Context: an optimization exercise on an open-source flow, tuned for small area and a short achievable clock period. The choices shown serve that exercise and are no tape-out recipe.
In this exercise RTL edits were held to simulation tests only and were not proved equivalent to the original.
Power and IR drop assume default switching activity.

`flow/design.v`:
```
package dm_pkg;
  localparam int LAT_MAX = 4;
  function automatic int lanes(input int w);
    lanes = w / 8;
  endfunction
  function automatic logic par8(input logic [7:0] b);
    par8 = ^b;
  endfunction
endpackage
module dm_delay_line #(
  parameter int DEPTH = 1,
  parameter int PW    = 32
) (
  input  logic          clk,
  input  logic          rst,
  input  logic          i_vld,
  input  logic [PW-1:0] i_dat,
  output logic          o_vld,
  output logic [PW-1:0] o_dat
);
  logic [DEPTH-1:0] r_vld;
  logic [PW-1:0]    r_dat [DEPTH];
  always_ff @(posedge clk or posedge rst) begin
    if (rst) begin
      r_vld <= '0;
      for (int i = 0; i < DEPTH; i++) begin
        r_dat[i] <= '0;
      end
    end else begin
      r_vld[0] <= i_vld;
      if (i_vld) begin
        r_dat[0] <= i_dat;
      end
      for (int i = 1; i < DEPTH; i++) begin
        r_vld[i] <= r_vld[i-1];
        if (r_vld[i-1]) begin
          r_dat[i] <= r_dat[i-1];
        end
      end
    end
  end
  assign o_vld = r_vld[DEPTH-1];
  assign o_dat = r_dat[DEPTH-1];
endmodule
module dm_pipelined #(
  parameter int N   = 7,
  parameter int W   = 32,
  parameter int LAT = 2
) (
  input  logic               clka,
  input  logic               rst,
  input  logic               ena,
  input  logic [dm_pkg::lanes(W)-1:0] wea,
  input  logic [N-1:0]       addra,
  input  logic [W-1:0]       dina,
  output logic [W-1:0]       douta,
  output logic               done
);
  localparam int B     = dm_pkg::lanes(W);
  localparam int DEPTH = 2 ** N;
  localparam int PW = W;
  if (LAT < 1 || LAT > dm_pkg::LAT_MAX) begin : g_bad_lat
    $error("dm_pipelined: LAT must be in 1..4");
  end
  if (W % 8 != 0 || W < 8) begin : g_bad_w
    $error("dm_pipelined: W must be a positive multiple of 8");
  end
  logic [W-1:0] r_mem [DEPTH];
  logic          w_ld;
  logic [W-1:0]  w_rd_dat;
  logic [PW-1:0] w_ld_pay;
  logic          w_out_vld;
  logic [PW-1:0] w_out_pay;
  assign w_ld     = ena & ~(|wea);
  assign w_rd_dat = r_mem[addra];
  always_ff @(posedge clka) begin
    if (!rst && ena) begin
      for (int i = 0; i < B; i++) begin
        if (wea[i]) begin
          r_mem[addra][8*i +: 8] <= dina[8*i +: 8];
        end
      end
    end
  end
  assign w_ld_pay = w_rd_dat;
  dm_delay_line #(
    .DEPTH (LAT),
    .PW    (PW)
  ) u_ret (
    .clk   (clka),
    .rst   (rst),
    .i_vld (w_ld),
    .i_dat (w_ld_pay),
    .o_vld (w_out_vld),
    .o_dat (w_out_pay)
  );
  assign done  = w_out_vld;
  assign douta = w_out_pay[W-1:0];
endmodule
```
`flow/run.sh`:
```
#!/bin/bash
# synth_recipe.tcl (not shown) runs the flow's synth.tcl, then flattens the netlist and writes it again
# the make line also repeats each setting of config.mk as NAME=value (left out here)
make -C /OpenROAD-flow-scripts/flow DESIGN_CONFIG=/design/flow/config.mk WORK_HOME=/design/flow/orfs CLKGATE_MAP_FILE= SYNTH_SCRIPT=/design/flow/synth_recipe.tcl finish
```
`flow/config.mk`:
```
export PLATFORM = sky130hd
export DESIGN_NAME = dm_pipelined
export DESIGN_NICKNAME = dm_pipelined
export VERILOG_FILES = /design/flow/design.v
export SDC_FILE = /design/flow/constraint.sdc
export NUM_CORES = 4
export LEC_CHECK = 0
export CAP_MARGIN = 20
export CORE_MARGIN = 2
export CORE_UTILIZATION = 35
export SLEW_MARGIN = 20
```
`flow/constraint.sdc`:
```
create_clock -name core_clock -period 4.2 [get_ports {clka}]
set_input_delay 0.8400 -clock core_clock [delete_from_list [all_inputs] [get_ports {clka}]]
set_output_delay 0.8400 -clock core_clock [all_outputs]
set_load 0.01 [all_outputs]
```
==> flow_metrics.tcl, run 1 <==
set metrics [dict create \
    outcome "complete, no violations" \
    postSynthAreaPerCell_sq_um 17.5 \
    fin_nets 10348 \
    required_ps 5020 \
    start_kind "input pin" \
    internal_power_uw 69400 \
    vias 103114 \
    cp_common_cell "buf_4" \
    synth_edf_count 4096 \
    yosysSeqAreaShare 0.770 \
    path_clk_slew_ps 60 \
    via_per_inst 6.11 \
    rows 249 \
    critical_path.cell_chain "buf_8 -> buf_4 -> nor2b_4 -> buf_4 -> a221oi_1 -> nor2_1 -> o21ai_0 -> o211ai_1 -> buf_4 -> nor4b_1 -> a41oi_1" \
    post-dp-hpwl_mm 416 \
    crit_type "in -> reg" \
    core_region_area_sq_um 460000 \
    async_flop_share 0.0159 \
    slowest_stage "nor4b_1" \
    postSynthRegisterBits 4162 \
    gp_routability_congestion 0.957 \
    path_max_fanout 26 \
    seq_power_share 0.511 \
    ctsHoldBuffers 0 \
    synthCells 9262 \
    wl_mm 627 \
    post_cts_buffers 0 \
    cts_resized 0 \
    io_pins 79 \
    maxSlewHeadroom 0.185 \
    cts_buffers 423 \
    drive_above_1_share 0.231 \
    max_stage_delay_ps 750 \
    maxSlewViolCount 0 \
    grt_max_degree 129 \
    track_usage 0.258 \
    p_leak_uw 0.0620 \
    final-setup-viol-count 0 \
    grt_overflow 0 \
    port_buffers 78 \
    syn_area_sq_um 162000 \
    clkSinkCount 4162 \
    clock_latency_ps 1020 \
    cts-root-buf "clkbuf_16" \
    ys_types 88 \
    antenna_found_initial 74 \
    first_pass_iters 9 \
    h-tree-depth 5 \
    synth_flop_cell "edfxtp_1" \
    design.die.area_sq_um 468000 \
    syn_to_final_growth_pct 18.6 \
    start_util 0.352 \
    rsz0062_at_grt "false" \
    ys.warnings.count 3 \
    fmax_mhz 282 \
    ant_nets 0 \
    vdd_drop_max_v 0.000385 \
    tightestPinTransition_ps 1220 \
    die-height_um 684 \
    die_w_um 684 \
    grt_pass1_wl_mm 837 \
    period_needed_ps 3540 \
    maxCapViolations 0 \
    skew_ps 50.9 \
    syn_nets 9308 \
    worst_hold_slack_ps 234 \
    drc_errors 0 \
    tritoncts "built" \
    crit_path_end_kind "flop" \
    power_frac_clock 0.422 \
    cts.path.max_buffers 4 \
    crit_arrival_ps 4370 \
    powerDensity_nw_per_um2 470 \
    grt_pass1_vias 97477 \
    switching_share 0.231 \
    finalCritPeriodShare 0.844 \
    wl_per_cell_um 37.2 \
    drt_iter0_markers 18239 \
    pwr-share-comb 0.067 \
    fin_tns_setup_ps 0 \
    hold_viol_final 0 \
    holdCritPathClass "in -> async" \
    power_switching_uw 20900 \
]
[worst paths after layout]
kind	end	slack, ps	startpoint	cells after the start
worst min-delay path	u_ret.r_dat[1][30]$_DFFE_PP0P_	230	rst	2
worst max-delay path	u_ret.r_dat[0][7]$_DFFE_PP0P_	660	addra[2]	11
worst max register to register	u_ret.r_dat[0][7]$_DFFE_PP0P_	1130	r_mem[38][7]$_DFFE_PP_	9
min in group core_clock	r_mem[73][31]$_DFFE_PP_	270	dina[31]	1
worst min register to register	u_ret.r_dat[1][16]$_DFFE_PP0P_	500	u_ret.r_dat[1][16]$_DFFE_PP0P_	1
max in group asynchronous	u_ret.r_dat[1][9]$_DFFE_PP0P_	3170	rst	3
[cell usage after synthesis, types with 42 or more instances]
library cell  number  area share
nand3_1           43      0.0013
a22oi_1          264       0.012
o21ai_0          277      0.0086
mux2_2           285       0.020
buf_4            110      0.0051
buf_2            257      0.0079
a21oi_1          306      0.0095
a211oi_1          42      0.0019
buf_1             58      0.0013
o22ai_1           68      0.0026
a221o_1          116      0.0072
a22o_1            72      0.0039
buf_6             43      0.0030
a31oi_1           57      0.0022
nor2_1           818       0.019
a221oi_1         518       0.028
o211ai_1          46      0.0021
mux4_2           222       0.031
edfxtp_1        4096        0.76
dfrtp_1           66       0.010
mux2i_1          416       0.026
o221ai_1          69      0.0037
nand2_1          432       0.010
clkbuf_1         209      0.0048
[power groups by stage]
| stage | sequential (uW) | clock (uW) | combinational, uW |
|---|---|---|---|
| after global placement | 47100 | 0 | 5810 |
| after global routing | 46200 | 39800 | 6140 |
| after detailed placement | 47100 | 0 | 5860 |
| after CTS | 46200 | 38300 | 5880 |
| after floorplan | 46800 | 0 | 2430 |
| final | 46200 | 38100 | 6070 |
[state kept, by name (all words and copies together), names as in the netlist]
signal and cells:
r_mem 4096, u_ret.r_dat 64, u_ret.r_vld 2
[area by class of cell]
class | instances | area (sq um)
Clock inverter | 265 | 2700
Timing Repair Buffer | 1298 | 11900
Clock buffer | 529 | 11200
Tap cell | 6149 | 7690
Sequential cell | 4162 | 125000
Antenna cell | 61 | 153
Fill cell | 40523 | 268000
Multi-Input combinational cell | 4408 | 33700
Inverter | 9 | 63.8
[metal layers]
metal  up-vias  track usage  share of wire
li1      40060            -              -
met3      1579       0.0830           0.14
met2      8312        0.386           0.44
met4        54        0.151          0.067
met5         -            0        0.00068
met1     53109        0.329           0.36
[critical path, delay by kind of cell]
family,cells,cell delay [ps]
buffers and inverters,4,1190
AO/OA/AOI/OAI,4,1140
AND/OR/NAND/NOR,3,1030
[per-stage QoR]
| step | utilization | setup WS, ps | total power, uW | instance area (sq um) | cells |
|---|---|---|---|---|---|
| floorplan | - | 1070 | 49300 | 162000 | 9262 |
| global placement | 0.386 | -576 | 52900 | 178000 | 16018 |
| global route | 0.417 | 680 | 92100 | 192000 | 16830 |
| finish | 0.417 | 656 | 90400 | 192000 | 16881 |
| CTS | 0.417 | 744 | 90300 | 192000 | 16816 |
| detailed placement | 0.387 | -329 | 52900 | 178000 | 16022 |
[cell families after synthesis]
logic type,count (synthesis),synth area share
DFF,4162,0.770
buffers and inverters,692,0.0231
muxes,926,0.0767
AOI/OAI and AO/OA,2066,0.0951
and+or+nand+nor,1416,0.0352
[cell usage in the layout (no fill, tap or decap), types with 13 or more instances in the layout]
cell / netlist / final
edfxtp_1: 4096 / 4096
buf_4: 110 / 1092
nor2_1: 818 / 793
a221oi_1: 518 / 518
nand2_1: 432 / 426
clkbuf_16: 0 / 426
mux2i_1: 416 / 416
a21oi_1: 306 / 306
mux2_2: 285 / 285
o21ai_0: 277 / 277
a22oi_1: 264 / 264
mux4_2: 222 / 222
buf_12: 3 / 151
a221o_1: 116 / 116
clkbuf_1: 209 / 90
clkinv_2: 0 / 88
clkinv_1: 2 / 87
a22o_1: 72 / 72
o221ai_1: 69 / 69
o22ai_1: 68 / 68
dfrtp_1: 66 / 65
diode_2: 0 / 61
a31oi_1: 57 / 57
o211ai_1: 46 / 46
bufinv_16: 0 / 46
a211oi_1: 42 / 42
nand3_1: 43 / 42
clkdlybuf4s50_1: 0 / 39
a222oi_1: 37 / 37
nor3_1: 28 / 28
o2bb2ai_1: 25 / 25
nor2_2: 1 / 20
o2111ai_1: 17 / 17
a41oi_1: 17 / 17
clkinvlp_4: 0 / 16
a311oi_1: 15 / 15
nand4_1: 14 / 14
clkbuf_8: 0 / 13
==> inputs of run 2 (changes only) <==
--- a/flow/design.v
+++ b/flow/design.v
@@ -58,42 +58,43 @@
 );
   localparam int B     = dm_pkg::lanes(W);
   localparam int DEPTH = 2 ** N;
-  localparam int PW = W;
-  if (LAT < 1 || LAT > dm_pkg::LAT_MAX) begin : g_bad_lat
-    $error("dm_pipelined: LAT must be in 1..4");
+  if (LAT != 2) begin : g_bad_lat
+    $error("dm_pipelined: this implementation supports LAT = 2 only");
   end
   if (W % 8 != 0 || W < 8) begin : g_bad_w
     $error("dm_pipelined: W must be a positive multiple of 8");
   end
   logic [W-1:0] r_mem [DEPTH];
-  logic          w_ld;
-  logic [W-1:0]  w_rd_dat;
-  logic [PW-1:0] w_ld_pay;
-  logic          w_out_vld;
-  logic [PW-1:0] w_out_pay;
-  assign w_ld     = ena & ~(|wea);
-  assign w_rd_dat = r_mem[addra];
+  logic [N-1:0] r_addr;
+  logic [W-1:0] r_wdat;
+  logic [B-1:0] r_we;
+  logic         r_ld;
+  logic         r_done;
+  logic [W-1:0] r_q;
   always_ff @(posedge clka) begin
-    if (!rst && ena) begin
-      for (int i = 0; i < B; i++) begin
-        if (wea[i]) begin
-          r_mem[addra][8*i +: 8] <= dina[8*i +: 8];
-        end
+    r_addr <= addra;
+    r_wdat <= dina;
+    r_we   <= (ena && !rst) ? wea : '0;
+  end
+  always_ff @(posedge clka or posedge rst) begin
+    if (rst) begin
+      r_ld   <= 1'b0;
+      r_done <= 1'b0;
+    end else begin
+      r_ld   <= ena & ~(|wea);
+      r_done <= r_ld;
+    end
+  end
+  always_ff @(posedge clka) begin
+    for (int i = 0; i < B; i++) begin
+      if (r_we[i]) begin
+        r_mem[r_addr][8*i +: 8] <= r_wdat[8*i +: 8];
       end
     end
   end
-  assign w_ld_pay = w_rd_dat;
-  dm_delay_line #(
-    .DEPTH (LAT),
-    .PW    (PW)
-  ) u_ret (
-    .clk   (clka),
-    .rst   (rst),
-    .i_vld (w_ld),
-    .i_dat (w_ld_pay),
-    .o_vld (w_out_vld),
-    .o_dat (w_out_pay)
-  );
-  assign done  = w_out_vld;
-  assign douta = w_out_pay[W-1:0];
+  always_ff @(posedge clka) begin
+    r_q <= r_mem[r_addr];
+  end
+  assign done  = r_done;
+  assign douta = r_q;
 endmodule
==> run 2 against run 1 <==
Register-to-register slack worse by 870 ps. Maximum frequency down 10%. Global-route usage down 2.2 points. Wire length down 9.3%. Worst setup slack worse by 400 ps. Highest routed layer unchanged. Cell count about the same. Clock skew up 43 ps. Sequential share of layout area up 2.0 points. Largest cell class unchanged.
==> flow_metrics.tcl, run 2 <==
set metrics [dict create \
    fin_ws_ps 256 \
    clock_latency_ps 1040 \
    port_buffers 78 \
    design.die.area_sq_um 465000 \
    grt_pass1_wl_mm 781 \
    start_util 0.351 \
    grt_max_degree 129 \
    place_ws_ps 428 \
    core_region_area_sq_um 459000 \
    io_pins 79 \
    postSynthAreaPerCell_sq_um 16.4 \
    p_leak_uw 0.0584 \
    yosys.area.top_type_share 0.764 \
    synthCells 9837 \
    holdCritPathClass "in -> async" \
    cts.path.max_buffers 4 \
    syn_area_sq_um 161000 \
    slowest_stage "and3b_4" \
    regToRegSetupSlack_ps 260 \
    critical_path.cell_chain "and3b_4 -> nand2_1 -> buf_4 -> nor2_1" \
    rsz0062_at_grt "false" \
    tritoncts "built" \
    fin_nets 10351 \
    syn_to_final_growth_pct 15.8 \
    critical_path_depth 4 \
    final_cell_mix "edfxtp_1, nor2_1, a22oi_1" \
    rows 249 \
    synth_top_family_by_area "compound AO/OA/AOI/OAI gates" \
    post-route-cell-area_sq_um 186000 \
    clkSinkCount 4173 \
    cts_buffers 408 \
    synth_area_leader_cell "edfxtp_1" \
    powerDensity_nw_per_um2 472 \
    cpLargestDelayFamily "simple AND/OR/NAND/NOR gates" \
    crit_arrival_ps 4540 \
    first_pass_iters 10 \
    antenna_found_initial 69 \
    hold_viol_final 0 \
    gp_routability_congestion 0.902 \
    ys_top_cells_by_area "edfxtp_1, a22oi_1, a221oi_1, mux2i_1, a21oi_1" \
    ctsHoldBuffers 0 \
    period_needed_ps 3940 \
    synth_flop_cell "edfxtp_1" \
    skew_ps 93.9 \
    synthTopCellsByCount "edfxtp_1, nor2_1, a22oi_1, a21oi_1, nand2_1" \
    final_common_cell "edfxtp_1" \
    max_stage_delay_ps 1070 \
    vdd_drop_max_v 0.000375 \
    async_flop_share 0.000479 \
    crit_type "reg -> reg" \
    path_max_fanout 31 \
    top_regs "r_mem x4096, r_q x32, r_wdat x32" \
    maxCapViolations 0 \
    start_kind "flop" \
    cts-root-buf "clkbuf_16" \
    grt_pass1_vias 97877 \
    r2r_cells 4 \
    synth-compound-area-share 0.133 \
    via_per_inst 6.07 \
    syn_nets 9883 \
    postSynthRegisterBits 4173 \
    maxSlewViolCount 0 \
    finalCritPeriodShare 0.939 \
    drt_iter0_markers 17741 \
    wl_per_cell_um 33.7 \
    largest_reg_flops 4096 \
    post-dp-hpwl_mm 357 \
    grt_overflow 0 \
    yosys.area_share.simple 0.0401 \
    required_ps 4800 \
    die_w_um 682 \
    die-height_um 682 \
    worstReg2RegStart "r_addr[1]$_DFF_P_" \
    top_register "r_mem" \
    fmax_mhz 254 \
    synth-xor-area-share 0 \
    outcome "complete, no violations" \
    wl_mm 569 \
    synth_most_common_cell "edfxtp_1" \
    drive_above_1_share 0.152 \
    track_usage 0.236 \
    final-setup-viol-count 0 \
    maxSlewHeadroom 0.144 \
    path_clk_slew_ps 70 \
    yosysSeqAreaShare 0.774 \
    tightestPinTransition_ps 1270 \
    drc_errors 0 \
    path_buf_inv 1 \
    cts_resized 0 \
    h-tree-depth 5 \
    place_area_sq_um 173000 \
    fin_tns_setup_ps 0 \
    vias 102368 \
    setup.worst_path.start "r_addr[1]$_DFF_P_" \
    yosys-mux-area-fraction 0.0284 \
    synthAdderAreaFrac 0 \
    ys_types 83 \
    ys.warnings.count 1 \
    ant_nets 0 \
    synth_edf_count 4096 \
    crit_path_end_kind "flop" \
    post_cts_buffers 0 \
]
[run 2: final cells by class]
cell class | count | area (sq um)
Fill cell | 40724 | 272000
Sequential cell | 4173 | 125000
Multi-Input combinational cell | 4852 | 32700
Clock buffer | 538 | 11000
Timing Repair Buffer | 860 | 7970
Tap cell | 6149 | 7690
Clock inverter | 213 | 2100
Antenna cell | 83 | 208
Inverter | 10 | 56.3
[run 2: where the power goes]
group	switching, uW	total [uW]	leakage, uW	internal, uW
Clock	16000	36300	0.00637	20200
Combinational	3760	5250	0.0146	1490
Sequential	575	46400	0.0375	45800
Total	20400	87900	0.0584	67500
[run 2: kinds of logic (layout without fill, tap and decap cells)]
family          Yosys count  after routing
buf+inv                 812           1621
compound gates         2964           2964
other cells               0             83
mux                     429            429
flops                  4173           4173
simple gates           1459           1459
[run 2: path summary, 6_finish.rpt]
| check | to |
|---|---|
| worst max-delay path | r_mem[70][1]$_DFFE_PP_ |
| worst min-delay path | r_ld$_DFF_PP0_ |
| worst max register to register | r_mem[70][1]$_DFFE_PP_ |
| worst min register to register | r_done$_DFF_PP0_ |
| max in group asynchronous | r_done$_DFF_PP0_ |
| min in group core_clock | r_wdat[6]$_DFF_P_ |
[run 2: stage by stage]
step | power [uW] | hold slack, ps | utilization | instances
2_1_floorplan | 49400 | 331 | - | 9837
3_3_place_gp | 52300 | 342 | 0.377 | 16041
3_5_place_dp | 52400 | 341 | 0.377 | 16043
4_1_cts | 88000 | 21.2 | 0.406 | 16794
5_1_grt | 89700 | 90.2 | 0.406 | 16862
6_report | 87900 | 83.2 | 0.406 | 16878
[run 2: per-layer routing]
| layer | vias up | wire, um | track usage |
|---|---|---|---|
| li1 | 41017 | - | - |
| met1 | 52427 | 209000 | 0.312 |
| met2 | 7651 | 257000 | 0.364 |
| met3 | 1239 | 68100 | 0.0517 |
| met4 | 34 | 34500 | 0.129 |
| met5 | - | 228 | 0 |
==> inputs of run 3 (changes only) <==
--- a/flow/design.v
+++ b/flow/design.v
@@ -65,14 +65,16 @@
     $error("dm_pipelined: W must be a positive multiple of 8");
   end
   logic [W-1:0] r_mem [DEPTH];
-  logic [N-1:0] r_addr;
+  logic [DEPTH-1:0] r_sel;   
   logic [W-1:0] r_wdat;
   logic [B-1:0] r_we;
   logic         r_ld;
   logic         r_done;
   logic [W-1:0] r_q;
   always_ff @(posedge clka) begin
-    r_addr <= addra;
+    for (int w = 0; w < DEPTH; w++) begin
+      r_sel[w] <= (addra == N'(w));
+    end
     r_wdat <= dina;
     r_we   <= (ena && !rst) ? wea : '0;
   end
@@ -86,15 +88,84 @@
     end
   end
   always_ff @(posedge clka) begin
-    for (int i = 0; i < B; i++) begin
-      if (r_we[i]) begin
-        r_mem[r_addr][8*i +: 8] <= r_wdat[8*i +: 8];
+    for (int w = 0; w < DEPTH; w++) begin
+      for (int i = 0; i < B; i++) begin
+        if (r_sel[w] && r_we[i]) begin
+          r_mem[w][8*i +: 8] <= r_wdat[8*i +: 8];
+        end
       end
     end
   end
+  logic [W-1:0] w_rd;
+  for (genvar b = 0; b < W; b++) begin : g_col
+    logic [DEPTH-1:0] w_col;
+    for (genvar w = 0; w < DEPTH; w++) begin : g_w
+      assign w_col[w] = r_mem[w][b];
+    end
+    dm_rd_col #(.DEPTH(DEPTH)) u_col (
+      .i_sel (r_sel),
+      .i_dat (w_col),
+      .o_dat (w_rd[b])
+    );
+  end
   always_ff @(posedge clka) begin
-    r_q <= r_mem[r_addr];
+    r_q <= w_rd;
   end
   assign done  = r_done;
   assign douta = r_q;
 endmodule
+module dm_rd_col #(
+  parameter int DEPTH = 128
+) (
+  input  logic [DEPTH-1:0] i_sel,
+  input  logic [DEPTH-1:0] i_dat,
+  output logic             o_dat
+);
+  localparam int N1 = (DEPTH + 2) / 3;    
+  localparam int N2 = (N1 + 3) / 4;       
+  localparam int N3 = (N2 + 3) / 4;       
+  logic [N1-1:0] w_l1;
+  logic [N2-1:0] w_l2;
+  logic [N3-1:0] w_l3;
+  for (genvar k = 0; k < N1; k++) begin : g_l1
+    localparam int LO = 3 * k;
+    localparam int HI = (3 * k + 2 < DEPTH) ? 3 * k + 2 : DEPTH - 1;
+    dm_aoi #(.K(HI - LO + 1)) u_g (.a(i_sel[HI:LO]), .b(i_dat[HI:LO]), .y(w_l1[k]));
+  end
+  for (genvar k = 0; k < N2; k++) begin : g_l2
+    localparam int LO = 4 * k;
+    localparam int HI = (4 * k + 3 < N1) ? 4 * k + 3 : N1 - 1;
+    dm_nand #(.K(HI - LO + 1)) u_g (.a(w_l1[HI:LO]), .y(w_l2[k]));
+  end
+  for (genvar k = 0; k < N3; k++) begin : g_l3
+    localparam int LO = 4 * k;
+    localparam int HI = (4 * k + 3 < N2) ? 4 * k + 3 : N2 - 1;
+    dm_nor #(.K(HI - LO + 1)) u_g (.a(w_l2[HI:LO]), .y(w_l3[k]));
+  end
+  dm_nand #(.K(N3)) u_out (.a(w_l3), .y(o_dat));
+endmodule
+module dm_aoi #(
+  parameter int K = 3
+) (
+  input  logic [K-1:0] a,
+  input  logic [K-1:0] b,
+  output logic         y
+);
+  assign y = ~|(a & b);
+endmodule
+module dm_nand #(
+  parameter int K = 4
+) (
+  input  logic [K-1:0] a,
+  output logic         y
+);
+  assign y = ~&a;
+endmodule
+module dm_nor #(
+  parameter int K = 4
+) (
+  input  logic [K-1:0] a,
+  output logic         y
+);
+  assign y = ~|a;
+endmodule
--- a/flow/config.mk
+++ b/flow/config.mk
@@ -9,3 +9,4 @@
 export CORE_MARGIN = 2
 export CORE_UTILIZATION = 35
 export SLEW_MARGIN = 20
+export SYNTH_HIERARCHICAL = 1
==> run 3 against run 2 <==
Still clean. Clock power grew 2%. Worst setup slack improved by 530 ps. Sequential power is 3% higher. Via count is 22% lower. Global-route usage is 5.5 points lower. Sequential cell count rose by 121. Sequential share of layout area rose by 6.9 points. Total power fell by 1.7%. Hold slack better by 210 ps. Clock skew shrank 6.9 ps. Critical endpoint is now douta[18]. Largest power group unchanged.
==> flow_metrics.tcl, run 3 <==
set metrics [dict create \
    outcome "complete, no violations" \
    yosys.area.top_type_share 0.828 \
    seq_power_share 0.550 \
    core_region_area_sq_um 423000 \
    fillers 36821 \
    skew_ps 87.0 \
    ys_types 26 \
    syn_to_final_growth_pct 16.0 \
    tightestPinTransition_ps 1190 \
    ys.warnings.count 8 \
    rows 239 \
    io_pins 79 \
    top_regs "r_mem x4096, r_sel x128" \
    h-tree-depth 5 \
    vdd_drop_max_v 0.000344 \
    largest_reg_flops 4096 \
    synth_flop_cell "edfxtp_1" \
    antenna_found_initial 32 \
    first_pass_iters 11 \
    syn_nets 6954 \
    grt_overflow 0 \
    crit_arrival_ps 2570 \
    hold_viol_final 0 \
    drc_errors 0 \
    period_needed_ps 3410 \
    final_common_cell "edfxtp_1" \
    via_per_inst 5.85 \
    postSynthAreaPerCell_sq_um 21.5 \
    fin_ws_ps 789 \
    postSynthRegisterBits 4294 \
    maxCapViolations 0 \
    start_kind "flop" \
    finalCritPeriodShare 0.812 \
    synth_edf_count 4096 \
    critical_path_depth 1 \
    synthCells 6908 \
    fin_nets 7602 \
    min_path_cells 1 \
    critical_path.cell_chain "clkdlybuf4s50_1" \
    final_cell_mix "edfxtp_1, a222oi_1, and2_1" \
    start_util 0.351 \
    post_cts_buffers 0 \
    power_frac_clock 0.429 \
    crit_path_end_kind "output port" \
    clkSinkCount 4294 \
    ys_top_cells_by_area "edfxtp_1, a222oi_1, dfxtp_1, and2_1, nand4_1" \
    syn_area_sq_um 149000 \
    wl_per_cell_um 29.8 \
    grt_max_degree 129 \
    grt_pass1_vias 76914 \
    async_flop_share 0.000466 \
    port_buffers 78 \
    vias 79483 \
    gp_routability_congestion 0.878 \
    track_usage 0.181 \
    post-dp-hpwl_mm 266 \
    wl_mm 405 \
    tritoncts "built" \
    die-height_um 656 \
    maxSlewHeadroom 0.203 \
    synth_area_leader_cell "edfxtp_1" \
    required_ps 3360 \
    top_register "r_mem" \
    die_w_um 656 \
    slowest_stage "dfxtp_1" \
    synthTopCellsByCount "edfxtp_1, a222oi_1, and2_1, nand4_1, dfxtp_1" \
    place_ws_ps 961 \
    p_leak_uw 0.0527 \
    power_switching_uw 17900 \
    ant_nets 0 \
    holdCritPathClass "in -> reg" \
    pwr-share-comb 0.020 \
    path_max_fanout 1 \
    cts_buffers 417 \
    yosysSeqAreaShare 0.854 \
    crit_type "reg -> out" \
    switching_share 0.207 \
    synth_most_common_cell "edfxtp_1" \
    path_clk_slew_ps 60 \
    r2r_cells 5 \
    cts.path.max_buffers 4 \
    internal_power_uw 68600 \
    fmax_mhz 293 \
    maxSlewViolCount 0 \
    design.die.area_sq_um 430000 \
    cts-root-buf "clkbuf_16" \
    rsz0062_at_grt "false" \
    fin_tns_setup_ps 0 \
    drt_iter0_markers 14791 \
    drive_above_1_share 0.133 \
    grt_pass1_wl_mm 570 \
    cpLargestDelayFamily "flip-flops" \
    path_buf_inv 1 \
    max_stage_delay_ps 810 \
    cts_resized 0 \
    powerDensity_nw_per_um2 501 \
    clock_latency_ps 990 \
    final-setup-viol-count 0 \
]
-- run 3: changes by cell type after synthesis, sizes merged, moves of 274 or more --
cell	change
a21oi	-539
a221oi	-418
a222oi	+1327
a22oi	-653
and2	+488
buf	-442
clkbuf	-274
mux2i	-312
nand2	-423
nand4	+274
nor2	-574
o21ai	-355
-- run 3: path summary, 6_finish.rpt --
path	start	end	slack (ps)
max	r_q[18]$_DFF_P_	douta[18]	790
min reg2reg	r_ld$_DFF_PP0_	r_done$_DFF_PP0_	370
max reg2reg	r_sel[0]$_DFF_P_	r_q[3]$_DFF_P_	880
min in group asynchronous	rst	r_done$_DFF_PP0_	620
max in group asynchronous	rst	r_ld$_DFF_PP0_	3470
min	dina[30]	r_wdat[30]$_DFF_P_	300
-- run 3: repair_timing --
item | 4_1_cts | 5_1_grt
hold buffers | 1 | 0
hold endpoints to repair | 2 | 0
setup endpoints to repair | 0 | 0
-- run 3: logic make-up after synthesis --
family / synth area share
flip-flops: 0.854
AO/OA/AOI/OAI: 0.0932
AND/OR/NAND/NOR: 0.0500
buffers and inverters: 0.00253
-- run 3: power by group through the flow --
stage	logic [uW]	clock network, uW	registers (uW)
final	1770	37100	47600
after global routing	1830	39300	47600
after CTS	1750	37600	47600
after detailed placement	1750	0	48500
after global placement	1660	0	48500
after floorplan	366	0	48400
-- run 3: area by class of cell --
| cell class | count | area, sq um | share of cell area |
|---|---|---|---|
| tap | 5663 | 7090 | 0.0411 |
| clock buffer | 527 | 11100 | 0.0644 |
| clock inverter | 245 | 2540 | 0.0148 |
| antenna | 16 | 40.0 | 0.000232 |
| inverter | 1 | 3.75 | 0.0000218 |
| sequential | 4294 | 127000 | 0.738 |
| timing repair buffer | 315 | 3030 | 0.0176 |
| multi-input combinational | 2527 | 21400 | 0.124 |
-- run 3: per-layer routing --
layer,share of wire,vias to the layer above,wire length [um],global-route usage
met5,0.00027,-,109,0
met1,0.39,41426,158000,0.243
met3,0.090,584,36200,0.0276
met2,0.49,4379,197000,0.302
li1,-,33078,-,-
met4,0.033,16,13500,0.0588
-- run 3: metrics by stage --
step	area [sq um]	util	hold slack, ps	power (uW)	instances
2_1_floorplan	149000	-	331	48700	6908
3_3_place_gp	158000	0.374	343	50200	12781
3_5_place_dp	159000	0.375	360	50300	12797
4_1_cts	172000	0.407	217	86900	13570
5_1_grt	172000	0.407	270	88600	13583
6_report	172000	0.407	295	86400	13588
==> inputs of run 4 (changes only) <==
--- a/flow/config.mk
+++ b/flow/config.mk
@@ -7,6 +7,9 @@
 export LEC_CHECK = 0
 export CAP_MARGIN = 20
 export CORE_MARGIN = 2
-export CORE_UTILIZATION = 35
+export CORE_UTILIZATION = 50
+export CTS_CLUSTER_DIAMETER = 100
+export CTS_CLUSTER_SIZE = 25
+export SETUP_SLACK_MARGIN = 2.0
 export SLEW_MARGIN = 20
 export SYNTH_HIERARCHICAL = 1
==> run 4 against run 3 <==
Synthesized cell count is the same. Total power shrank 18%. Count of clock-buffer cells in the layout down 212. First-iteration DRC count is 4.0% higher. Clock power is 42% lower. Cell count decreased by 15%. Cell area shrank 4.8%. Via count down 1.5%. Global-route usage is 7.8 points higher. Largest cell class unchanged. Register-to-register slack gained 660 ps. Non-clock buffer count increased by 106.
==> flow_metrics.tcl, run 4 <==
set metrics [dict create \
    outcome "complete, no violations" \
    setup.worst_path.start "r_sel[20]$_DFF_P_" \
    dp.cells 11073 \
    tritoncts "built" \
    final_cell_mix "edfxtp_1, a222oi_1, and2_1" \
    crit_path_end_kind "flop" \
    path_max_fanout 8 \
    start_kind "flop" \
    largest_reg_flops 4096 \
    top_register "r_mem" \
    path_clk_slew_ps 100 \
    ys.warnings.count 8 \
    async_flop_share 0.000466 \
    hold_viol_final 0 \
    ys_types 26 \
    synth_area_leader_cell "edfxtp_1" \
    antenna_found_initial 14 \
    port_buffers 78 \
    cts.path.max_buffers 4 \
    final_common_cell "edfxtp_1" \
    postSynthAreaPerCell_sq_um 21.5 \
    final-setup-viol-count 0 \
    p_leak_uw 0.0496 \
    synth_flop_cell "edfxtp_1" \
    fin_tns_setup_ps 0 \
    die-height_um 549 \
    synthCells 6908 \
    synth_edf_count 4096 \
    rsz0062_at_grt "true" \
    die_w_um 549 \
    design.die.area_sq_um 302000 \
    fin_cells 11513 \
    rows 200 \
    postSynthRegisterBits 4294 \
    fmax_mhz 375 \
    gp_routability_congestion 0.836 \
    worstReg2RegStart "r_sel[20]$_DFF_P_" \
    finalCritPeriodShare 0.634 \
    yosys.area.top_type_share 0.828 \
    track_usage 0.259 \
    skew_ps 56.9 \
    clkSinkCount 4294 \
    powerDensity_nw_per_um2 433 \
    syn_area_sq_um 149000 \
    grt_max_degree 129 \
    crit_arrival_ps 3410 \
    ant_nets 0 \
    cts-root-buf "clkbuf_16" \
    tightestPinTransition_ps 1150 \
    top_regs "r_mem x4096, r_sel x128" \
    vias 78318 \
    post-dp-hpwl_mm 253 \
    drive_above_1_share 0.119 \
    ys_top_cells_by_area "edfxtp_1, a222oi_1, dfxtp_1, and2_1, nand4_1" \
    synth_most_common_cell "edfxtp_1" \
    fin_ws_ps 1540 \
    via_per_inst 6.80 \
    required_ps 4950 \
    yosysSeqAreaShare 0.854 \
    start_util 0.502 \
    fin_nets 7486 \
    crit_type "reg -> reg" \
    maxSlewHeadroom 0.233 \
    io_pins 79 \
    drt_iter0_markers 15381 \
    core_region_area_sq_um 296000 \
    period_needed_ps 2660 \
    vdd_drop_max_v 0.000346 \
    drc_errors 0 \
    wl_per_cell_um 34.7 \
    first_pass_iters 13 \
    place_ws_ps 805 \
    maxCapViolations 0 \
    cts_buffers 195 \
    h-tree-depth 4 \
    wl_mm 399 \
    holdCritPathClass "in -> async" \
    grt_pass1_wl_mm 559 \
    final_util 0.554 \
    maxSlewViolCount 0 \
    grt_overflow 0 \
    grt_pass1_vias 74399 \
    clock_latency_ps 930 \
    synthTopCellsByCount "edfxtp_1, a222oi_1, and2_1, nand4_1, dfxtp_1" \
    syn_nets 6954 \
    syn_to_final_growth_pct 10.3 \
]
-- run 4: cell counts after synthesis --
Identical to the previous run, type by type.
-- run 4: logic make-up (layout without fill, tap and decap cells) --
kind of cell / after synthesis / after routing / share of synthesized area
AOI/OAI and AO/OA: 1376 / 1376 / 0.0932
and+or+nand+nor: 1151 / 1151 / 0.0500
DFF: 4294 / 4294 / 0.854
buffers and inverters: 87 / 749 / 0.00253
other: 0 / 4 / 0
-- run 4: critical path, cell delays in order, from the launching register on --
cell and delay (ps):
dfxtp_4 420, buf_6 160, a222oi_1 500, nand4_1 600, nor4_4 640, nand3_1 160
-- run 4: metrics by stage --
step                total power [uW]  area [sq um]  hold slack, ps
finish                         71000        164000            93.1
global route                   72700        164000            64.0
CTS                            71300        164000            38.6
detailed placement             50200        156000             348
global placement               50100        156000             345
floorplan                      48700        149000             331
-- run 4: repair_timing --
action	CTS	global route
resized for setup	482	40
hold buffers	0	0
buffers inserted	90	13
gates cloned	6	0
pin swaps	167	61
setup endpoints to repair	540	196
-- run 4: cell type report --
class                           instances  area [sq um]
Clock inverter                         12           150
Timing Repair Buffer                  421          4330
Sequential cell                      4294        127000
Antenna cell                            4          10.0
Inverter                                1          3.75
Tap cell                             3939          4930
Clock buffer                          315          5440
Fill cell                           22190        132000
Multi-Input combinational cell       2527         21700
-- run 4: layer usage --
| metal | vias to the layer above | track usage | routed length, um |
|---|---|---|---|
| met4 | 4 | 0.0473 | 7910 |
| met1 | 41219 | 0.376 | 159000 |
| li1 | 32562 | - | - |
| met3 | 347 | 0.0381 | 38100 |
| met5 | - | 0 | 23 |
| met2 | 4186 | 0.422 | 194000 |
-- run 4: worst paths after layout --
path                                     end  slack (ps)  cells past startpoint
max                          r_q[25]$_DFF_P_        1540                      5
min                           r_ld$_DFF_PP0_          90                      2
max reg2reg                  r_q[25]$_DFF_P_        1540                      5
min reg2reg                 r_done$_DFF_PP0_         370                      0
max in group asynchronous   r_done$_DFF_PP0_        4000                      2
min in group core_clock    r_wdat[7]$_DFF_P_         340                      1
-- run 4: where the power goes --
part / internal, uW / leakage, uW / switching (uW)
Clock: 9060 / 0.00268 / 12700
Combinational: 517 / 0.00844 / 1280
Sequential: 46900 / 0.0385 / 563
Total: 56500 / 0.0496 / 14500
==> inputs of run 5 (changes only) <==
--- a/flow/design.v
+++ b/flow/design.v
@@ -65,18 +65,38 @@
     $error("dm_pipelined: W must be a positive multiple of 8");
   end
   logic [W-1:0] r_mem [DEPTH];
-  logic [DEPTH-1:0] r_sel;   
-  logic [W-1:0] r_wdat;
-  logic [B-1:0] r_we;
-  logic         r_ld;
-  logic         r_done;
-  logic [W-1:0] r_q;
+  logic [DEPTH-1:0] w_wl;    
+  logic [B-1:0]     w_we;    
+  logic [W-1:0]     w_rd;    
+  logic             r_ld;
+  logic             r_done;
+  logic [W-1:0]     r_q1;
+  logic [W-1:0]     r_q2;
+  always_comb begin
+    for (int w = 0; w < DEPTH; w++) begin
+      w_wl[w] = (addra == N'(w));
+    end
+  end
+  assign w_we = (ena && !rst) ? wea : '0;
   always_ff @(posedge clka) begin
     for (int w = 0; w < DEPTH; w++) begin
-      r_sel[w] <= (addra == N'(w));
+      for (int i = 0; i < B; i++) begin
+        if (w_wl[w] && w_we[i]) begin
+          r_mem[w][8*i +: 8] <= dina[8*i +: 8];
+        end
+      end
     end
-    r_wdat <= dina;
-    r_we   <= (ena && !rst) ? wea : '0;
+  end
+  for (genvar b = 0; b < W; b++) begin : g_col
+    logic [DEPTH-1:0] w_col;
+    for (genvar w = 0; w < DEPTH; w++) begin : g_w
+      assign w_col[w] = r_mem[w][b];
+    end
+    dm_rd_col #(.DEPTH(DEPTH)) u_col (
+      .i_sel (w_wl),
+      .i_dat (w_col),
+      .o_dat (w_rd[b])
+    );
   end
   always_ff @(posedge clka or posedge rst) begin
     if (rst) begin
@@ -88,31 +108,11 @@
     end
   end
   always_ff @(posedge clka) begin
-    for (int w = 0; w < DEPTH; w++) begin
-      for (int i = 0; i < B; i++) begin
-        if (r_sel[w] && r_we[i]) begin
-          r_mem[w][8*i +: 8] <= r_wdat[8*i +: 8];
-        end
-      end
-    end
-  end
-  logic [W-1:0] w_rd;
-  for (genvar b = 0; b < W; b++) begin : g_col
-    logic [DEPTH-1:0] w_col;
-    for (genvar w = 0; w < DEPTH; w++) begin : g_w
-      assign w_col[w] = r_mem[w][b];
-    end
-    dm_rd_col #(.DEPTH(DEPTH)) u_col (
-      .i_sel (r_sel),
-      .i_dat (w_col),
-      .o_dat (w_rd[b])
-    );
-  end
-  always_ff @(posedge clka) begin
-    r_q <= w_rd;
+    r_q1 <= w_rd;
+    r_q2 <= r_q1;
   end
   assign done  = r_done;
-  assign douta = r_q;
+  assign douta = r_q2;
 endmodule
 module dm_rd_col #(
   parameter int DEPTH = 128
==> run 5 against run 4 <==
Cell area rose by 8.5%. Synthesized area fell by 1.3%. Largest power group unchanged. Global-route usage rose by 6.0 points. Cell count rose by 7.7%. Hold slack improved by 71 ps. Critical path type is now in -> reg. Core utilization rose by 5.7 points.
==> flow_metrics.tcl, run 5 <==
set metrics [dict create \
    drive_above_1_share 0.286 \
    endpoint "r_q1[28]$_DFF_P_" \
    design.die.area_sq_um 298000 \
    drc_errors 0 \
    grt_overflow 0 \
    period_needed_ps 3080 \
    start_kind "input pin" \
    crit_arrival_ps 3840 \
    required_ps 4960 \
    vias 87974 \
    postSynthRegisterBits 4162 \
    synthCells 6889 \
    cts_buffers 189 \
    async_flop_share 0.000481 \
    path_max_fanout 7 \
    grt_pass1_wl_mm 661 \
    first_pass_iters 12 \
    rsz0062_at_grt "true" \
    max_stage_delay_ps 700 \
    fin_nets 8387 \
    clock_latency_ps 930 \
    grt_pass1_vias 82388 \
    r2r_cells 5 \
    rows 198 \
    post-dp-hpwl_mm 297 \
    final_util 0.611 \
    tritoncts "built" \
    cts.path.max_buffers 4 \
    synth_flop_cell "edfxtp_1" \
    postSynthAreaPerCell_sq_um 21.3 \
    syn_nets 6935 \
    wl_mm 489 \
    antenna_found_initial 27 \
    ys_top_cells_by_area "edfxtp_1, a222oi_1, nand4_1, nor3_2, nor3_1" \
    die_w_um 546 \
    fillers 20634 \
    regToRegSetupSlack_ps 1540 \
    fmax_mhz 325 \
    yosys.area.top_type_share 0.839 \
    top_register "r_mem" \
    place_ws_ps -534 \
    fin_tns_setup_ps 0 \
    vdd_drop_max_v 0.000367 \
    synth_area_leader_cell "edfxtp_1" \
    clkSinkCount 4162 \
    port_buffers 78 \
    ys.warnings.count 8 \
    worstReg2RegStart "r_mem[21][11]$_DFFE_PP_" \
    syn_to_final_growth_pct 21.4 \
    cts-root-buf "clkbuf_16" \
    holdCritPathClass "in -> async" \
    via_per_inst 7.09 \
    drt_iter0_markers 19479 \
    core_region_area_sq_um 291000 \
    outcome "complete, no violations" \
    gp_routability_congestion 0.917 \
    start_util 0.503 \
    maxSlewViolCount 0 \
    maxSlewHeadroom 0.191 \
    setup.worst_path.start "addra[6]" \
    grt_max_degree 129 \
    h-tree-depth 4 \
    powerDensity_nw_per_um2 396 \
    final_cell_mix "edfxtp_1, a222oi_1, buf_4" \
    maxCapViolations 0 \
    crit_type "in -> reg" \
    skew_ps 59.8 \
    syn_area_sq_um 147000 \
    path_clk_slew_ps 100 \
    final_common_cell "edfxtp_1" \
    ant_nets 0 \
    r2r-end "r_q1[11]$_DFF_P_" \
    slowest_stage "nor3_4" \
    largest_reg_flops 4096 \
    cp_common_cell "buf_12" \
    critical_path.cell_chain "buf_12 -> buf_6 -> buf_6 -> buf_6 -> nand3b_1 -> buf_12 -> buf_16 -> buf_12 -> buf_12 -> nor2_4 -> a222oi_1 -> nand4_1 -> nor3_4 -> nand3_1" \
    final-setup-viol-count 0 \
    yosysSeqAreaShare 0.848 \
    hold_viol_final 0 \
    crit_path_end_kind "flop" \
    p_leak_uw 0.0583 \
    tightestPinTransition_ps 1210 \
    die-height_um 546 \
    track_usage 0.319 \
    io_pins 79 \
    fin_ws_ps 1120 \
    synth_edf_count 4096 \
    top_regs "r_mem x4096, r_q1 x32, r_q2 x32" \
    finalCritPeriodShare 0.733 \
    synth_most_common_cell "edfxtp_1" \
    wl_per_cell_um 39.4 \
    synthTopCellsByCount "edfxtp_1, a222oi_1, nor3_1, nand4_1, nor3_2" \
    ys_types 25 \
]
## run 5: per-layer routing
metal,part of all wire,global-route usage
met1,0.36,0.447
met2,0.46,0.496
met3,0.13,0.0594
met4,0.049,0.129
met5,0.00049,0
## run 5: logic make-up (layout without fill, tap and decap cells)
family          after synthesis  count (layout)  synth area share
buf+inv                     201            1710           0.00633
simple gates               1150            1205            0.0515
other cells                   0              48                 0
compound gates             1376            1376            0.0945
flops                      4162            4162             0.848
## run 5: stage by stage
stage | cell area (sq um) | hold slack [ps] | total power (uW) | cells
after floorplan | 152000 | 310 | 47500 | 6889
after global placement | 164000 | 316 | 49700 | 11506
after detailed placement | 164000 | 320 | 49700 | 11511
after CTS | 175000 | 107 | 70400 | 12188
after global routing | 178000 | 160 | 71900 | 12391
final | 178000 | 164 | 70500 | 12401
## run 5: how the worst min path moves through the flow
stage,startpoint,endpoint,depth (start not counted)
2_1_floorplan,r_q1[0]$_DFF_P_,r_q2[0]$_DFF_P_,0
3_3_place_gp,r_q1[24]$_DFF_P_,r_q2[24]$_DFF_P_,0
3_5_place_dp,r_q1[24]$_DFF_P_,r_q2[24]$_DFF_P_,0
4_1_cts,rst,r_ld$_DFF_PP0_,2
5_1_grt,rst,r_ld$_DFF_PP0_,2
6_report,rst,r_done$_DFF_PP0_,2
## run 5: final cells by class
type | instances | area [sq um] | share of cell area
sequential | 4162 | 124000 | 0.699
multi-input combinational | 2581 | 27400 | 0.154
timing repair buffer | 1406 | 16000 | 0.0896
clock buffer | 290 | 5170 | 0.0291
tap | 3900 | 4880 | 0.0274
clock inverter | 13 | 154 | 0.000865
antenna | 48 | 120 | 0.000675
inverter | 1 | 3.75 | 0.0000211
## run 5: critical path, delay by kind of cell
family	cells	cell delay [ps]
AOI/OAI and AO/OA	1	620
and+or+nand+nor	5	1420
buffers and inverters	8	940
## run 5: power by group
group / internal (uW) / total, uW / switching, uW
combinational: 933 / 3300 / 2370
sequential: 45700 / 46000 / 253
clock: 8670 / 21200 / 12500
total: 55300 / 70500 / 15100
## run 5: repair_timing
item                       4_1_cts  5_1_grt
buffers inserted               308      151
cloned                          66       14
resized for setup              528      139
setup endpoints to repair     3300      912
pin swaps                      373      257
hold buffers                     0        0
==> inputs of run 6 (changes only) <==
--- a/flow/design.v
+++ b/flow/design.v
@@ -5,6 +5,12 @@
   endfunction
   function automatic logic par8(input logic [7:0] b);
     par8 = ^b;
+  endfunction
+  function automatic int rd_np(input int depth);
+    int n1, n2;
+    n1 = (depth + 2) / 3;
+    n2 = (n1 + 3) / 4;
+    rd_np = (n2 + 1) / 2;
   endfunction
 endpackage
 module dm_delay_line #(
@@ -67,10 +73,11 @@
   logic [W-1:0] r_mem [DEPTH];
   logic [DEPTH-1:0] w_wl;    
   logic [B-1:0]     w_we;    
-  logic [W-1:0]     w_rd;    
+  localparam int NP = dm_pkg::rd_np(DEPTH);
+  logic [NP-1:0]    w_rd [W];   
   logic             r_ld;
   logic             r_done;
-  logic [W-1:0]     r_q1;
+  logic [NP-1:0]    r_q1 [W];
   logic [W-1:0]     r_q2;
   always_comb begin
     for (int w = 0; w < DEPTH; w++) begin
@@ -95,7 +102,7 @@
     dm_rd_col #(.DEPTH(DEPTH)) u_col (
       .i_sel (w_wl),
       .i_dat (w_col),
-      .o_dat (w_rd[b])
+      .o_pn  (w_rd[b])
     );
   end
   always_ff @(posedge clka or posedge rst) begin
@@ -108,8 +115,10 @@
     end
   end
   always_ff @(posedge clka) begin
-    r_q1 <= w_rd;
-    r_q2 <= r_q1;
+    for (int b = 0; b < W; b++) begin
+      r_q1[b] <= w_rd[b];
+      r_q2[b] <= ~(&r_q1[b]);
+    end
   end
   assign done  = r_done;
   assign douta = r_q2;
@@ -117,16 +126,15 @@
 module dm_rd_col #(
   parameter int DEPTH = 128
 ) (
-  input  logic [DEPTH-1:0] i_sel,
-  input  logic [DEPTH-1:0] i_dat,
-  output logic             o_dat
+  input  logic [DEPTH-1:0]                   i_sel,
+  input  logic [DEPTH-1:0]                   i_dat,
+  output logic [dm_pkg::rd_np(DEPTH)-1:0]     o_pn
 );
   localparam int N1 = (DEPTH + 2) / 3;    
   localparam int N2 = (N1 + 3) / 4;       
-  localparam int N3 = (N2 + 3) / 4;       
+  localparam int N3 = dm_pkg::rd_np(DEPTH);
   logic [N1-1:0] w_l1;
   logic [N2-1:0] w_l2;
-  logic [N3-1:0] w_l3;
   for (genvar k = 0; k < N1; k++) begin : g_l1
     localparam int LO = 3 * k;
     localparam int HI = (3 * k + 2 < DEPTH) ? 3 * k + 2 : DEPTH - 1;
@@ -138,11 +146,10 @@
     dm_nand #(.K(HI - LO + 1)) u_g (.a(w_l1[HI:LO]), .y(w_l2[k]));
   end
   for (genvar k = 0; k < N3; k++) begin : g_l3
-    localparam int LO = 4 * k;
-    localparam int HI = (4 * k + 3 < N2) ? 4 * k + 3 : N2 - 1;
-    dm_nor #(.K(HI - LO + 1)) u_g (.a(w_l2[HI:LO]), .y(w_l3[k]));
+    localparam int LO = 2 * k;
+    localparam int HI = (2 * k + 1 < N2) ? 2 * k + 1 : N2 - 1;
+    dm_nor #(.K(HI - LO + 1)) u_g (.a(w_l2[HI:LO]), .y(o_pn[k]));
   end
-  dm_nand #(.K(N3)) u_out (.a(w_l3), .y(o_dat));
 endmodule
 module dm_aoi #(
   parameter int K = 3
==> run 6 against run 5 <==
Still clean. Clock skew fell by 3.3 ps. Synthesized cell count up 4.2%. Combinational power down 9.7%. First-iteration DRC count decreased by 2.3%. Critical path depth fell by 5. Wire length down 1.0%. Non-clock buffer count fell by 272. Core utilization decreased by 0.89 points. Hold slack got worse by 22 ps. Highest routed layer unchanged.
==> flow_metrics.tcl, run 6 <==
set metrics [dict create \
    outcome "complete, no violations" \
    start_kind "input pin" \
    first_pass_iters 9 \
    top_regs "r_mem x4096, r_q1 x192, r_q2 x32" \
    powerDensity_nw_per_um2 407 \
    fin_nets 8423 \
    maxSlewHeadroom 0.180 \
    max_stage_delay_ps 570 \
    path_max_fanout 16 \
    ant_nets 0 \
    top_register "r_mem" \
    fin_cells 12505 \
    fmax_mhz 426 \
    worst_hold_slack_ps 142 \
    yosys.area.top_type_share 0.821 \
    synthTopCellsByCount "edfxtp_1, a222oi_1, nor3_1, nand4_1, nor2_1" \
    place_ws_ps -243 \
    grtUsageMet3 0.0542 \
    syn_nets 7223 \
    die-height_um 551 \
    syn_to_final_growth_pct 19.6 \
    core_region_area_sq_um 298000 \
    ys_top_cells_by_area "edfxtp_1, a222oi_1, dfxtp_1, nand4_1, nor3_1" \
    use_met2 0.491 \
    finalCritPeriodShare 0.559 \
    gp_routability_congestion 0.878 \
    internal_power_uw 57300 \
    synth_edf_count 4096 \
    holdCritPathClass "in -> async" \
    final_cell_mix "edfxtp_1, a222oi_1, buf_4" \
    vias 88064 \
    vdd_drop_max_v 0.000366 \
    grt_busiest_layer "met2" \
    r2r-end "r_q1[18][4]$_DFF_P_" \
    ys_types 26 \
    design.die.area_sq_um 304000 \
    crit_type "in -> reg" \
    syn_area_sq_um 150000 \
    wl_mm 484 \
    dp.cells 11529 \
    crit_path_end_kind "flop" \
    postSynthAreaPerCell_sq_um 20.9 \
    via_per_inst 7.04 \
    wl_per_cell_um 38.7 \
    cts.path.max_buffers 4 \
    tightestPinTransition_ps 1230 \
    drc_errors 0 \
    maxSlewViolCount 0 \
    final_common_cell "edfxtp_1" \
    clock_latency_ps 950 \
    power_switching_uw 15600 \
    power_frac_clock 0.306 \
    pwr-share-comb 0.041 \
    post-route-cell-area_sq_um 179000 \
    cts_buffers 196 \
    h-tree-depth 4 \
    die_w_um 551 \
    grt_pass1_wl_mm 661 \
    skew_ps 56.6 \
    async_flop_share 0.000463 \
    switching_share 0.214 \
    path_clk_slew_ps 100 \
    post-dp-hpwl_mm 285 \
    p_leak_uw 0.0579 \
    synth_flop_cell "edfxtp_1" \
    required_ps 5070 \
    drive_above_1_share 0.244 \
    port_buffers 78 \
    rows 200 \
    grt_max_degree 129 \
    worstReg2RegStart "r_mem[111][18]$_DFFE_PP_" \
    place_area_sq_um 164000 \
    grt_overflow 0 \
    tritoncts "built" \
    slowest_stage "a222oi_1" \
    period_needed_ps 2350 \
    largest_reg_flops 4096 \
    rsz0062_at_grt "true" \
    yosysSeqAreaShare 0.852 \
    synthCells 7177 \
    ys.warnings.count 12 \
    met1_usage 0.442 \
    start_util 0.503 \
    final-setup-viol-count 0 \
    critical_path.cell_chain "buf_12 -> buf_4 -> nand4_1 -> buf_12 -> nor2_4 -> a222oi_1 -> nand4_1 -> nor2_1 -> buf_4" \
    hold_viol_final 0 \
    grt_pass1_vias 82281 \
    antenna_found_initial 26 \
    fillers 21000 \
    final_util 0.602 \
    r2r_cells 4 \
    synth_area_leader_cell "edfxtp_1" \
    drt_iter0_markers 19022 \
    clkSinkCount 4322 \
    track_usage 0.313 \
    synth_most_common_cell "edfxtp_1" \
    io_pins 79 \
    seq_area_sq_um 128000 \
    regToRegSetupSlack_ps 2420 \
    multi_input_area_sq_um 26800 \
    postSynthRegisterBits 4322 \
    crit_arrival_ps 3220 \
    maxCapViolations 0 \
    cts-root-buf "clkbuf_16" \
    fin_ws_ps 1850 \
    seq_power_share 0.653 \
]
-- run 6: what timing repair did --
item,in CTS,in global routing
gates resized for setup,431,91
endpoints found under the setup margin,3813,1187
hold buffers,0,0
cloned,91,12
setup buffers,368,118
pin swaps,254,195
-- run 6: metrics by stage --
step	setup TNS, ps	total power [uW]
after floorplan	0	49100
after global placement	-3250	51000
after detailed placement	-4440	51000
after CTS	0	72800
after global routing	0	74400
final	0	72800
-- run 6: cells by family after synthesis --
logic type / count (synthesis) / share of synthesized area
AND/OR/NAND/NOR: 1246 / 0.0488
buffers and inverters: 233 / 0.00712
AO/OA/AOI/OAI: 1376 / 0.0925
flip-flops: 4322 / 0.852
-- run 6: worst max-delay path: cells and delay by family --
kind,cells,cell delay [ps]
buffers and inverters,4,700
AO/OA/AOI/OAI,1,570
AND/OR/NAND/NOR,4,1080
-- run 6: per-layer routing --
metal	share of wire	vias up
li1	-	35248
met1	0.37	46008
met2	0.47	6014
met3	0.12	784
met4	0.049	10
met5	0.00015	-
-- run 6: final cells by class --
type                       count  share of cell area
inverter                      33            0.000691
sequential                  4322               0.712
clock inverter                13             0.00110
multi-input combinational   2690               0.150
antenna                       26            0.000363
tap                         3939              0.0275
clock buffer                 348              0.0310
timing repair buffer        1134              0.0775
-- run 6: worst max path at each step --
stage	start	end	slack [ps]	cells after the start
after CTS	r_q2[12]$_DFF_P_	douta[12]	1860	1
after detailed placement	addra[2]	r_q1[21][2]$_DFF_P_	-240	10
after floorplan	addra[6]	r_q1[0][0]$_DFF_P_	1720	7
after global placement	addra[3]	r_q1[18][4]$_DFF_P_	-220	9
final	addra[3]	r_q1[18][4]$_DFF_P_	1850	9
after global routing	r_done$_DFF_PP0_	done	1870	1
-- run 6: power by group through the flow --
stage / sequential, uW / clock [uW] / combinational [uW]
detailed placement: 48500 / 0 / 2550
CTS: 47500 / 22500 / 2850
global placement: 48500 / 0 / 2500
finish: 47500 / 22300 / 2980
global route: 47500 / 23800 / 3060
floorplan: 48300 / 0 / 770
==> inputs of run 7 (changes only) <==
--- a/flow/config.mk
+++ b/flow/config.mk
@@ -10,6 +10,6 @@
 export CORE_UTILIZATION = 50
 export CTS_CLUSTER_DIAMETER = 100
 export CTS_CLUSTER_SIZE = 25
-export SETUP_SLACK_MARGIN = 2.0
+export SETUP_SLACK_MARGIN = 1.75
 export SLEW_MARGIN = 20
 export SYNTH_HIERARCHICAL = 1
==> run 7 against run 6 <==
Synthesized area did not move. Critical endpoint is now r_q1[0][4]$_DFF_P_. Combinational power fell by 16%. Count of clock-buffer cells in the layout fell by 1. Global-route usage down 1.4 points.
==> flow_metrics.tcl, run 7 <==
set metrics [dict create \
    outcome "complete, no violations" \
    postSynthAreaPerCell_sq_um 20.9 \
    final_common_cell "edfxtp_1" \
    fin_ws_ps 1650 \
    synthTopCellsByCount "edfxtp_1, a222oi_1, nor3_1, nand4_1, nor2_1" \
    cts_buffers 195 \
    ys.warnings.count 12 \
    multi_input_area_sq_um 24400 \
    syn_to_final_growth_pct 13.6 \
    h-tree-depth 4 \
    drc_errors 0 \
    synthCells 7177 \
    die-height_um 551 \
    wl_mm 466 \
    finalCritPeriodShare 0.607 \
    largest_reg_flops 4096 \
    rows 200 \
    antenna_found_initial 43 \
    vdd_drop_max_v 0.000309 \
    synth_edf_count 4096 \
    required_ps 5020 \
    met3WireLength_mm 56.4 \
    holdCritPathClass "in -> async" \
    maxSlewHeadroom 0.164 \
    tightestPinTransition_ps 1250 \
    powerDensity_nw_per_um2 424 \
    grt_pass1_wl_mm 637 \
    fin_nets 8067 \
    post-dp-hpwl_mm 280 \
    via_per_inst 7.04 \
    first_pass_iters 10 \
    synth_flop_cell "edfxtp_1" \
    grt_overflow 0 \
    design.die.area_sq_um 304000 \
    wl_per_cell_um 38.4 \
    ys_top_cells_by_area "edfxtp_1, a222oi_1, dfxtp_1, nand4_1, nor3_1" \
    tritoncts "built" \
    grt_max_degree 115 \
    start_util 0.503 \
    fillers 21825 \
    wl_met2_mm 217 \
    synth_area_leader_cell "edfxtp_1" \
    crit_path_end_kind "flop" \
    postSynthRegisterBits 4322 \
    drt_iter0_markers 19582 \
    fmax_mhz 392 \
    crit_type "in -> reg" \
    worst_hold_slack_ps 140 \
    io_pins 79 \
    final_util 0.572 \
    final_cell_mix "edfxtp_1, a222oi_1, buf_4" \
    syn_nets 7223 \
    core_region_area_sq_um 298000 \
    wl_met1_mm 174 \
    period_needed_ps 2550 \
    dp.cells 11631 \
    skew_ps 69.7 \
    hold_viol_final 0 \
    path_clk_slew_ps 100 \
    async_flop_share 0.000463 \
    seq_area_sq_um 128000 \
    start_kind "input pin" \
    place_ws_ps -221 \
    cts-root-buf "clkbuf_16" \
    yosysSeqAreaShare 0.852 \
    clkSinkCount 4322 \
    ant_nets 0 \
    maxCapViolations 0 \
    vias 85473 \
    rsz0062_at_grt "true" \
    fin_tns_setup_ps 0 \
    syn_area_sq_um 150000 \
    port_buffers 78 \
    track_usage 0.299 \
    ys_types 26 \
    crit_arrival_ps 3370 \
    grt_pass1_vias 79963 \
    maxSlewViolCount 0 \
    p_leak_uw 0.0507 \
    maxUsedRoutingLayer "met5" \
    top_regs "r_mem x4096, r_q1 x192, r_q2 x32" \
    clock_latency_ps 950 \
    cts.path.max_buffers 4 \
    yosys.area.top_type_share 0.821 \
    gp_routability_congestion 0.878 \
    final-setup-viol-count 0 \
    ctsHoldBuffers 0 \
    die_w_um 551 \
    path_max_fanout 32 \
    fin_cells 12137 \
    drive_above_1_share 0.203 \
    synth_most_common_cell "edfxtp_1" \
    top_register "r_mem" \
]
==> run 7: cell counts after synthesis <==
Identical to the previous run, type by type.
==> run 7: worst paths after layout <==
| kind | start | to | slack [ps] | cells after the start |
|---|---|---|---|---|
| setup / recovery | addra[0] | r_q1[0][4]$_DFF_P_ | 1650 | 8 |
| hold / removal | rst | r_done$_DFF_PP0_ | 140 | 2 |
| setup reg to reg | r_mem[90][3]$_DFFE_PP_ | r_q1[3][3]$_DFF_P_ | 2260 | 3 |
| hold reg to reg | r_ld$_DFF_PP0_ | r_done$_DFF_PP0_ | 360 | 0 |
| max in group asynchronous | rst | r_done$_DFF_PP0_ | 3940 | 2 |
| min in group core_clock | r_ld$_DFF_PP0_ | r_done$_DFF_PP0_ | 360 | 0 |
==> run 7: area by class of cell <==
cell class / count / share of cell area
timing repair buffer: 793 / 0.0438
inverter: 33 / 0.000728
tap: 3939 / 0.0290
multi-input combinational: 2676 / 0.143
antenna: 21 / 0.000309
sequential: 4322 / 0.750
clock inverter: 6 / 0.000552
clock buffer: 347 / 0.0328
==> run 7: repair_timing <==
action	4_1_cts	5_1_grt
pin swaps	63	32
hold endpoints to repair	0	0
buffers inserted	51	17
setup endpoints to repair	2210	362
cloned	49	12
gates resized for setup	139	32
==> run 7: power by group <==
| group | switching (uW) | leakage (uW) | internal [uW] | total [uW] |
|---|---|---|---|---|
| clock network | 12900 | 0.00270 | 9150 | 22100 |
| registers | 269 | 0.0387 | 47300 | 47500 |
| logic | 2000 | 0.00937 | 507 | 2510 |
==> run 7: cell families (layout without fill, tap and decap cells) <==
family	after synthesis	count (layout)	synth area share
flip-flops	4322	4322	0.852
AO/OA/AOI/OAI	1376	1376	0.0925
AND/OR/NAND/NOR	1246	1300	0.0488
buffers and inverters	233	1179	0.00712
other	0	21	0
==> run 7: layer usage <==
metal  vias up  GRT usage
met3       656     0.0547
li1      34337          -
met5         -          0
met4        10     0.0986
met1     44460      0.428
met2      6010      0.469
==> run 7: critical path, stage by stage <==
cell and delay (ps):
buf_2 280, buf_4 200, nand4bb_4 140, buf_16 220, nor2_4 820, a222oi_1 380, nand4_1 300, nor2_1 80
==> run 7: per-stage QoR <==
| stage | power [uW] | cell area (sq um) |
|---|---|---|
| 2_1_floorplan | 49000 | 152000 |
| 3_3_place_gp | 50800 | 163000 |
| 3_5_place_dp | 50900 | 163000 |
| 4_1_cts | 72200 | 170000 |
| 5_1_grt | 73800 | 170000 |
| 6_report | 72100 | 170000 |

-- separate check: timing with driven ports --
In the flow no input, the clock included, has a driving cell. The finished layouts below were timed again as built, in two steps.
Step 1, drivers: a clkbuf_16 drives clka and a buf_2 each remaining input, both assumed.
Step 2, shift: input delay + t, output delay - t, t = (earliest + latest rising clock arrival at the registers) / 2. This alone moves slack from input paths to output paths.
Three values: ideal, step 1, step 2; two values: the first two.
run	shift t [ns]	setup slack, ns	worst hold slack (ns)	worst register clock-pin slew, ns	worst slew at a driven data input, ns	cell pins on the clock port's net
run 1	1.124	0.656 / 0.698 / -0.426	0.234 / 0.134 / 0.505	0.08 / 0.08	0.35	1
run 2	1.104	0.256 / 0.256 / 0.256	0.083 / -0.014 / 0.360	0.07 / 0.07	0.27	1
run 3	1.050	0.789 / 0.680 / 0.768	0.295 / 0.231 / 0.365	0.07 / 0.07	0.23	1
run 4	0.995	1.536 / 1.536 / 0.971	0.093 / 0.021 / 0.368	0.11 / 0.11	0.07	1
run 5	1.022	1.119 / 1.143 / 0.121	0.164 / 0.073 / 0.341	0.11 / 0.11	0.13	1
run 6	1.025	1.853 / 1.802 / 0.786	0.142 / 0.061 / 0.364	0.11 / 0.11	0.20	1
run 7	1.010	1.651 / 1.659 / 0.648	0.140 / 0.063 / 0.358	0.11 / 0.11	0.10	1
With both steps, setup timing fails in run 1, where it was met with ideal ports. The setup slack of run 1, which loses most, moves by +0.042 ns with the drivers and by -1.082 ns with both steps.
